Background: an optimization exercise with open tools, aiming at small area. Do not read the settings as production practice.
RTL that was checked went through simulation tests only; none was proved equivalent to the original.
Power figures rest on the tool's default switching activity, not on a simulated workload.

// stdp_synapse_top
module stdp_synapse_top #(
  parameter int          N_SYN       = 16,     
  parameter logic [15:0] INIT_WEIGHT = 16'd2,
  parameter logic [7:0]  LFSR_SEED   = 8'hFF
) (
  input  logic               clock,
  input  logic               rst,
  input  logic               shift,
  input  logic               post_spike,
  input  logic               learn,
  input  logic [N_SYN-1:0]   pre_spike,
  input  stdp_pkg::syn_idx_t syn_sel,
  input  stdp_pkg::syn_idx_t rd_sel,
  output stdp_pkg::weight_t  rd_weight,
  output logic               upd_valid,
  output logic               upd_fire,
  output logic               upd_up
);
  logic [3:0]         post_age;
  logic [3:0]         pre_age;
  logic               pair_any;
  logic               pair_ltd;
  stdp_pkg::dt_t      pair_dt;
  stdp_pkg::syn_idx_t upd_index;
  spike_history #(
    .N_SYN (N_SYN)
  ) hist0 (
    .clock      (clock),
    .rst        (rst),
    .shift      (shift),
    .post_spike (post_spike),
    .pre_spike  (pre_spike),
    .syn_sel    (syn_sel),
    .post_age   (post_age),
    .pre_age    (pre_age)
  );
  spike_timing timing0 (
    .post_age (post_age),
    .pre_age  (pre_age),
    .pair_any (pair_any),
    .pair_ltd (pair_ltd),
    .pair_dt  (pair_dt)
  );
  plasticity_decision #(
    .LFSR_SEED (LFSR_SEED)
  ) decide0 (
  ...
clock: 7.0 ns
lec_check: 0
cap_margin: 20
core_margin: 2
core_utilization: 60
slew_margin: 20
standard.sh (not shown) runs the stock make flow with config.mk's settings and CLKGATE_MAP_FILE= SYNTH_SCRIPT=/design/flow/synth_recipe.tcl, a recipe that flattens the netlist after the stock synthesis.
==> flow/flow/run.sh <==
#!/bin/bash
# Layout: the standard flow (standard.sh), with these changes passed to
# ORFS through its own variables:
#  - synthesis: the standard flow's script, but ABC maps the logic with area.abc
#  - clock tree: no dummy loads, and leaf clusters sized for this design
#  - port buffers: the smallest buffer cell instead of the resizer's pick
# Each tool's output stays in ORFS's own logs (orfs/logs/...); the make output
# of the whole run goes to standard.log.
set -euo pipefail
HERE="$(cd "$(dirname "${BASH_SOURCE[0]}")" && pwd)"
source "$HERE/knobs.sh"
export CTS_ARGS
export BUFFER_PORTS_ARGS
export OWN_ABC_SCRIPT="$HERE/area.abc"
export FLOW_SYNTH_TCL="$PWD/synth_recipe.tcl"
sed "s|SYNTH_SCRIPT=[^ ]*|SYNTH_SCRIPT=$HERE/synth.tcl|" standard.sh > standard_own.sh
grep -q "SYNTH_SCRIPT=$HERE/synth.tcl" standard_own.sh
bash standard_own.sh > standard.log 2>&1
==> flow/flow/area.abc <==
strash
balance
rewrite
refactor
balance
rewrite
rewrite -z
balance
refactor -z
rewrite -z
balance
balance
rewrite
refactor
balance
rewrite
rewrite -z
balance
refactor -z
rewrite -z
balance
&get -n
&st
&dch -f
&nf -a -p -R 1000
&put
==> flow/flow/knobs.sh <==
CTS_ARGS="-sink_clustering_enable -repair_clock_nets -dont_use_dummy_load -buf_list sky130_fd_sc_hd__clkbuf_16 -sink_clustering_size 30 -sink_clustering_max_diameter 80"
BUFFER_PORTS_ARGS="-buffer_cell sky130_fd_sc_hd__buf_1"
==> flow/flow/synth.tcl <==
# The standard flow's synthesis (synth_recipe.tcl, sourced below) with one change: the ABC
# script that maps the logic is area.abc instead of ORFS's speed script.
# Flip-flops are mapped before ABC runs, so the registers are the same.
proc abc {args} {
  set i [lsearch -exact $args -script]
  if { $i >= 0 && [regexp {abc_(speed|area)\.script$} [lindex $args [expr {$i + 1}]]] } {
    lset args [expr {$i + 1}] $::env(OWN_ABC_SCRIPT)
  }
  yosys abc {*}$args
}
source $::env(FLOW_SYNTH_TCL)
Edit:
--- a/flow/flow/area.abc
+++ b/flow/flow/area.abc
@@ -26 +26,6 @@
 &put
+&get -n
+&st
+&dch -f
+&nf -a -p -R 1000
+&put
==> flow/flow/knobs.sh (replaced) <==
CTS_ARGS="-sink_clustering_enable -repair_clock_nets -dont_use_dummy_load -buf_list {sky130_fd_sc_hd__clkbuf_8 sky130_fd_sc_hd__clkbuf_16} -sink_clustering_size 25 -sink_clustering_max_diameter 100"
BUFFER_PORTS_ARGS="-buffer_cell sky130_fd_sc_hd__buf_1"
Settings changed: CORE_UTILIZATION 60 to 40.
=> Setup slack is worse by 47 ps; total power increases by 1.2%; count of clock-buffer cells in the layout grows by 1; final cell count is higher by 7.8%; die area is higher by 48%; synthesized area decreases by 0.61%; fmax fell by 0.73%; wire length grows by 8.0%.
Edit:
--- a/flow/flow/area.abc
+++ b/flow/flow/area.abc
@@ -26,6 +26 @@
 &put
-&get -n
-&st
-&dch -f
-&nf -a -p -R 1000
-&put
==> flow/flow/knobs.sh (replaced) <==
CTS_ARGS="-sink_clustering_enable -repair_clock_nets -dont_use_dummy_load -buf_list sky130_fd_sc_hd__clkbuf_16 -sink_clustering_size 25 -sink_clustering_max_diameter 100"
BUFFER_PORTS_ARGS="-buffer_cell sky130_fd_sc_hd__buf_1"
Settings changed: CAP_MARGIN 20 to 0, SLEW_MARGIN 20 to 0.
Effect:
- The changed run passed the timing, design-rule and antenna checks
- clock-buffer cell count is unchanged
- combinational power is higher by about 0.7%
- total power rose by 0.42%
- core utilization stays flat
- synthesized area rises by 0.61%
- final cell count goes up by 0.87%
- sequential share of layout area is lower by 0.17 points
- routed wire length stays flat
- die area climbs by 0.60%
Edit:
--- a/flow/flow/run.sh
+++ b/flow/flow/run.sh
@@ -6,2 +6,3 @@
 #  - port buffers: the smallest buffer cell instead of the resizer's pick
+#  - synthesis buffers removed at floorplan (placement is not timing driven)
 # Each tool's output stays in ORFS's own logs (orfs/logs/...); the make output
@@ -13,2 +14,3 @@
 export BUFFER_PORTS_ARGS
+export REMOVE_ABC_BUFFERS=1
 export OWN_ABC_SCRIPT="$HERE/area.abc"
Settings changed: GPL_TIMING_DRIVEN from default to 0.
After rerunning:
- area after synthesis stays the same
- register-to-register slack loses 600 ps
- design area rises by 2.0%
- via count hardly moves
- routed wire length falls by 4.0%
- core utilization rises by 0.89 points
- power falls by 0.33%
- clock-buffer cell count stays the same
- die area does not change
Edit:
Settings changed: CAP_MARGIN 0 to 20, SLEW_MARGIN 0 to 20.
After rerunning: The changed run completed without violations. Routed wire length falls by 0.73%. Final area decreases by 0.74%. Sequential share of layout area came out higher by 0.43 points. Total power barely changes.

* * *

Setup of run 1:
Starting RTL as in the previous note.
export LEC_CHECK = 0
export CAP_MARGIN = 20
export CORE_MARGIN = 2
export CORE_UTILIZATION = 40
export GPL_TIMING_DRIVEN = 0
export SLEW_MARGIN = 20
create_clock -name core_clock -period 7.0 [get_ports {clock}]
==> flow/flow/run.sh <==
#!/bin/bash
# Layout: the standard flow (standard.sh), with these changes passed to
# ORFS through its own variables:
#  - synthesis: the standard flow's script, but ABC maps the logic with area.abc
#  - clock tree: no dummy loads, and leaf clusters sized for this design
#  - port buffers: the smallest buffer cell instead of the resizer's pick
# Each tool's output stays in ORFS's own logs (orfs/logs/...); the make output
# of the whole run goes to standard.log.
set -euo pipefail
HERE="$(cd "$(dirname "${BASH_SOURCE[0]}")" && pwd)"
source "$HERE/knobs.sh"
export CTS_ARGS
export BUFFER_PORTS_ARGS
export OWN_ABC_SCRIPT="$HERE/area.abc"
export FLOW_SYNTH_TCL="$PWD/synth_recipe.tcl"
sed "s|SYNTH_SCRIPT=[^ ]*|SYNTH_SCRIPT=$HERE/synth.tcl|" standard.sh > standard_own.sh
grep -q "SYNTH_SCRIPT=$HERE/synth.tcl" standard_own.sh
bash standard_own.sh > standard.log 2>&1
==> flow/flow/area.abc <==
strash
balance
rewrite
refactor
balance
rewrite
rewrite -z
balance
refactor -z
rewrite -z
balance
balance
rewrite
refactor
balance
rewrite
rewrite -z
balance
refactor -z
rewrite -z
balance
&get -n
&st
&dch -f
&nf -a -p -R 1000
&put
&get -n
&st
&dch -f
&nf -a -p -R 1000
&put
==> flow/flow/knobs.sh <==
CTS_ARGS="-sink_clustering_enable -repair_clock_nets -dont_use_dummy_load -buf_list sky130_fd_sc_hd__clkbuf_16 -sink_clustering_size 25 -sink_clustering_max_diameter 100"
BUFFER_PORTS_ARGS="-buffer_cell sky130_fd_sc_hd__buf_1"
Scripts as last shown in full above: flow/flow/synth.tcl
Run 1 reached the end of the flow, and the finished layout is clean on the timing, design-rule and antenna checks.
The inputs of run 2 differ from those of run 1 as listed below.
Settings: GPL_TIMING_DRIVEN: 0 -> unset.
diff --git a/flow/flow/area.abc b/flow/flow/area.abc
--- a/flow/flow/area.abc
+++ b/flow/flow/area.abc
@@ -27,5 +26,0 @@
-&get -n
-&st
-&dch -f
-&nf -a -p -R 1000
-&put
==> flow/flow/knobs.sh <==
CTS_ARGS="-sink_clustering_enable -repair_clock_nets -dont_use_dummy_load -buf_list sky130_fd_sc_hd__clkbuf_8 -sink_clustering_size 16 -sink_clustering_max_diameter 60"
BUFFER_PORTS_ARGS="-buffer_cell sky130_fd_sc_hd__buf_1"
Findings:
- Run 1 → run 2: final worst slack rose 0.30 ns; cell area lost 0.65%; cell count of the worst reg-to-reg path went down 6; part of the power in the clock network went down.
- Run 2 vs. run 1: actual slew at the worst max-slew pin picked up an extra 0.37 ns; fraction of the mapped netlist area in simple logic gates picked up an extra 0.60 points.
- Relative to run 1, the number of vias after detailed routing measured on run 2 has increased slightly.
Modified inputs, run 3 compared to run 2
diff --git a/flow/flow/area.abc b/flow/flow/area.abc
--- a/flow/flow/area.abc
+++ b/flow/flow/area.abc
@@ -26,0 +27,5 @@
+&get -n
+&st
+&dch -f
+&nf -a -p -R 1000
+&put
==> flow/flow/knobs.sh <==
CTS_ARGS="-sink_clustering_enable -repair_clock_nets -dont_use_dummy_load -buf_list sky130_fd_sc_hd__clkbuf_16 -sink_clustering_size 25 -sink_clustering_max_diameter 100"
BUFFER_PORTS_ARGS="-buffer_cell sky130_fd_sc_hd__buf_1"
### Flow results
Status: clock edge transition at the registers on the reported setup and hold paths parity (run 2, run 3). Changes observed in run 3 relative to run 2: area used by multi-input combinational logic now sits lower; total number of nets in the final design now sits lower; total iterations of the first detailed-routing run now sits lower.
Edits applied to the flow inputs when going from run 3 to run 4:
diff --git a/flow/flow/area.abc b/flow/flow/area.abc
--- a/flow/flow/area.abc
+++ b/flow/flow/area.abc
@@ -27,5 +26,0 @@
-&get -n
-&st
-&dch -f
-&nf -a -p -R 1000
-&put
[summary]
- Run 4 against run 3: hold slack has increased; number of cells in the finished layout apart from fillers has increased; post-synthesis simple-gate area fraction has increased; synthesized cell area has increased.
- Sort run 4 and run 3 by post-route clock period utilization, descending, and run 3 comes first.

* * *

stdp_synapse_top, a different RTL version from the one above (not shown whole).
For scale: roughly 350 flip-flops, ~0.017 mm² of cells after synthesis.
clock: 7.0 ns
lec_check: 0
abc_area: 1
cap_margin: 0
core_margin: 2
core_utilization: 40
cts_buf_list: sky130_fd_sc_hd__clkbuf_4
slew_margin: 0
run.sh (not shown) runs the stock make flow with config.mk's settings and CLKGATE_MAP_FILE= SYNTH_SCRIPT=/design/flow/synth_recipe.tcl, a recipe that flattens the netlist after the stock synthesis.
Stock flow here: none of the scripts above is used.
Next try:
Settings changed: CAP_MARGIN 0 to 20, CTS_BUF_LIST sky130_fd_sc_hd__clkbuf_4 to sky130_fd_sc_hd__clkbuf_8, SLEW_MARGIN 0 to 20.
Utilization came out lower by 0.14 points.
Register-to-register slack gains 220 ps.
Hold slack gains 42 ps.
Area after synthesis stays the same.
Cell area is lower by 0.30%.
No functional check of the RTL was part of any run of this note.

* * *

v42:
Another version of the RTL of stdp_synapse_top (not shown whole).
Size in the first run: ~1300 cells after synthesis, ~360 flip-flops, about 48 I/O pins, about 16000 um2 of cells after synthesis.
==> flow/config.mk <==
export PLATFORM = sky130hd
export DESIGN_NAME = stdp_synapse_top
export DESIGN_NICKNAME = stdp_synapse_top
export VERILOG_FILES = /design/flow/design.v
export SDC_FILE = /design/flow/constraint.sdc
export NUM_CORES = 4
export LEC_CHECK = 0
export CAP_MARGIN = 20
export CORE_MARGIN = 2
export CORE_UTILIZATION = 40
export GPL_TIMING_DRIVEN = 0
export SLEW_MARGIN = 20
==> flow/constraint.sdc <==
create_clock -name core_clock -period 7.0 [get_ports {clock}]
set_input_delay 1.4000 -clock core_clock [delete_from_list [all_inputs] [get_ports {clock}]]
set_output_delay 1.4000 -clock core_clock [all_outputs]
set_load 0.01 [all_outputs]
standard.sh (not shown) runs the stock make flow with config.mk's settings and CLKGATE_MAP_FILE= SYNTH_SCRIPT=/design/flow/synth_recipe.tcl, a recipe that flattens the netlist after the stock synthesis.
==> flow/flow/run.sh <==
#!/bin/bash
# Layout: the standard flow (standard.sh), with two changes passed to ORFS
# through its own variables:
#  - clock tree: no dummy loads, and leaf clusters sized for this design
#  - port buffers: the smallest buffer cell instead of the resizer's pick
#  - synthesis buffers removed at floorplan (placement is not timing driven)
# Each tool's output stays in ORFS's own logs (orfs/logs/...); the make output
# of the whole run goes to standard.log.
set -euo pipefail
HERE="$(cd "$(dirname "${BASH_SOURCE[0]}")" && pwd)"
source "$HERE/knobs.sh"
export CTS_ARGS
export BUFFER_PORTS_ARGS
export REMOVE_ABC_BUFFERS=1
bash standard.sh > standard.log 2>&1
==> flow/flow/knobs.sh <==
CTS_ARGS="-sink_clustering_enable -repair_clock_nets -dont_use_dummy_load -buf_list sky130_fd_sc_hd__clkbuf_16 -sink_clustering_size 25 -sink_clustering_max_diameter 100"
BUFFER_PORTS_ARGS="-buffer_cell sky130_fd_sc_hd__buf_1"
v42 ended with every stage complete and zero timing, DRC or antenna violations.
Here is what was changed in the inputs of v46 compared with v42.
- putting CTS_CLUSTER_SIZE at 25 where nothing was set
- putting CTS_CLUSTER_DIAMETER at 100 where nothing was set
- putting CTS_BUF_LIST at sky130_fd_sc_hd__clkbuf_16 where nothing was set
==> flow/run.sh (new file) <==
#!/bin/bash
# synth_recipe.tcl (not shown) runs the flow's synth.tcl, then flattens the netlist and writes it again
# the make line also repeats each setting of config.mk as NAME=value (left out here)
make -C /OpenROAD-flow-scripts/flow DESIGN_CONFIG=/design/flow/config.mk WORK_HOME=/design/flow/orfs CLKGATE_MAP_FILE= SYNTH_SCRIPT=/design/flow/synth_recipe.tcl finish
removed: flow/flow/run.sh
removed: flow/flow/knobs.sh
removed: flow/standard.sh
Results
Number of cell instances on the worst register-to-register path: v46 vs v42 up 5.0%
Headroom to the max-slew limit is lower on v46
v42 → v46: final instance area now larger, pin slew with the least headroom to its limit has increased, fraction of cell area in non-clock buffers saw an increase.
v42 → v46: proportion of total power due to net switching rose by 1.1 points; post-route fraction of the period consumed by the critical path went up 4.1 points.
[diff] total wire length, v46 relative to v42: regression
Compared with v42, in v46 logic gate share of total power rose 1.5 points; switching power went up by about 8%.
Setup changes, v46 to v50
- GPL_TIMING_DRIVEN removed (was 0)
- CTS_CLUSTER_DIAMETER removed (was 100)
- CTS_CLUSTER_SIZE removed (was 25)
- CTS_BUF_LIST removed (was sky130_fd_sc_hd__clkbuf_16)
==> flow/flow/run.sh (new file) <==
#!/bin/bash
# Layout: the standard flow (standard.sh), with two changes passed to ORFS
# through its own variables:
#  - clock tree: no dummy loads, and leaf clusters sized for this design
#  - port buffers: the smallest buffer cell instead of the resizer's pick
# Each tool's output stays in ORFS's own logs (orfs/logs/...); the make output
# of the whole run goes to standard.log.
set -euo pipefail
HERE="$(cd "$(dirname "${BASH_SOURCE[0]}")" && pwd)"
source "$HERE/knobs.sh"
export CTS_ARGS
export BUFFER_PORTS_ARGS
bash standard.sh > standard.log 2>&1
==> flow/flow/knobs.sh (new file) <==
CTS_ARGS="-sink_clustering_enable -repair_clock_nets -dont_use_dummy_load -buf_list sky130_fd_sc_hd__clkbuf_8 -sink_clustering_size 12 -sink_clustering_max_diameter 60"
BUFFER_PORTS_ARGS="-buffer_cell sky130_fd_sc_hd__buf_1"
==> flow/standard.sh (new file) <==
#!/bin/bash
# synth_recipe.tcl (not shown) runs the flow's synth.tcl, then flattens the netlist and writes it again
# the make line also repeats each setting of config.mk as NAME=value (left out here)
make -C /OpenROAD-flow-scripts/flow DESIGN_CONFIG=/design/flow/config.mk WORK_HOME=/design/flow/orfs CLKGATE_MAP_FILE= SYNTH_SCRIPT=/design/flow/synth_recipe.tcl "${@:-finish}"
removed: flow/run.sh
### Flow results
- Across v46 and v50, none had a timing, DRC or antenna violation.
- When the final numbers for v46 and v50 were put side by side, the clock skew turned out to be smaller in v46.
- Comparing v46 with v50, the sequential cell area came out essentially unchanged.
- Topmost layer with routed signal wires: met4 -> v46, met5 -> v50
- Re die area: no difference whatsoever between v46 and v50.
- The critical path startpoint comes out syn_sel[1] in one run and syn_sel[0] in the other, namely in v50 and v46 respectively.
- On multi-input gate share of total cell area: between v46 and v50, it ends up lower for v46.
- The arrival time of data at the critical path endpoint in v50 was lower than what v46 gave.
- Compared to v46, v50 has fraction of the cycle the final worst path needs 8.8 points lower.

==> static timing again, ports no longer ideal <==
In the flow no input, the clock included, has a driving cell. The finished layouts below were timed again as built, in two steps.
Step 1, drivers: a clkbuf_16 drives clock and a buf_2 each remaining input, both assumed.
Step 2 times the ports against the registers' clock, not the clock port: input delays grow and output delays shrink by t, the midpoint of the rising clock arrivals with the driver on.
a / b / c = ideal / step 1 / step 2; a / b = the first two.
| run | shift t [ns] | setup slack, ns | worst setup path after step 2 |
|---|---|---|---|
| the first run of note 1 | 0.551 | 0.588 / 0.588 / 0.328 | input to register |
| the second run of note 1 | 0.560 | 0.541 / 0.541 / 0.232 | input to register |
| the third run of note 1 | 0.562 | 0.845 / 0.845 / 0.544 | input to register |
| the fourth run of note 1 | 0.555 | 0.245 / 0.245 / 0.207 | input to register |
| the fifth run of note 1 | 0.553 | 0.559 / 0.559 / 0.036 | input to register |
| run 1 | 0.562 | 0.392 / 0.392 / 0.176 | input to register |
| run 2 | 0.628 | 0.690 / 0.690 / 0.602 | input to register |
| run 3 | 0.560 | 0.541 / 0.541 / 0.232 | input to register |
| run 4 | 0.565 | 0.715 / 0.715 / 0.637 | input to register |
| the first run of note 3 | 0.851 | 0.699 / 0.672 / 0.672 | input to output |
| the second run of note 3 | 0.700 | 0.736 / 0.710 / 0.695 | input to register |
| v42 | 0.556 | 0.634 / 0.660 / 0.103 | input to register |
| v46 | 0.589 | 0.349 / 0.356 / -0.215 | input to register |
| v50 | 0.646 | 0.963 / 0.963 / 0.317 | input to register |
Met with ideal ports but missed after step 2: setup timing in v46. For v50, which loses most, drivers alone change the setup slack by 0.000 ns; drivers and shift together by -0.646 ns.
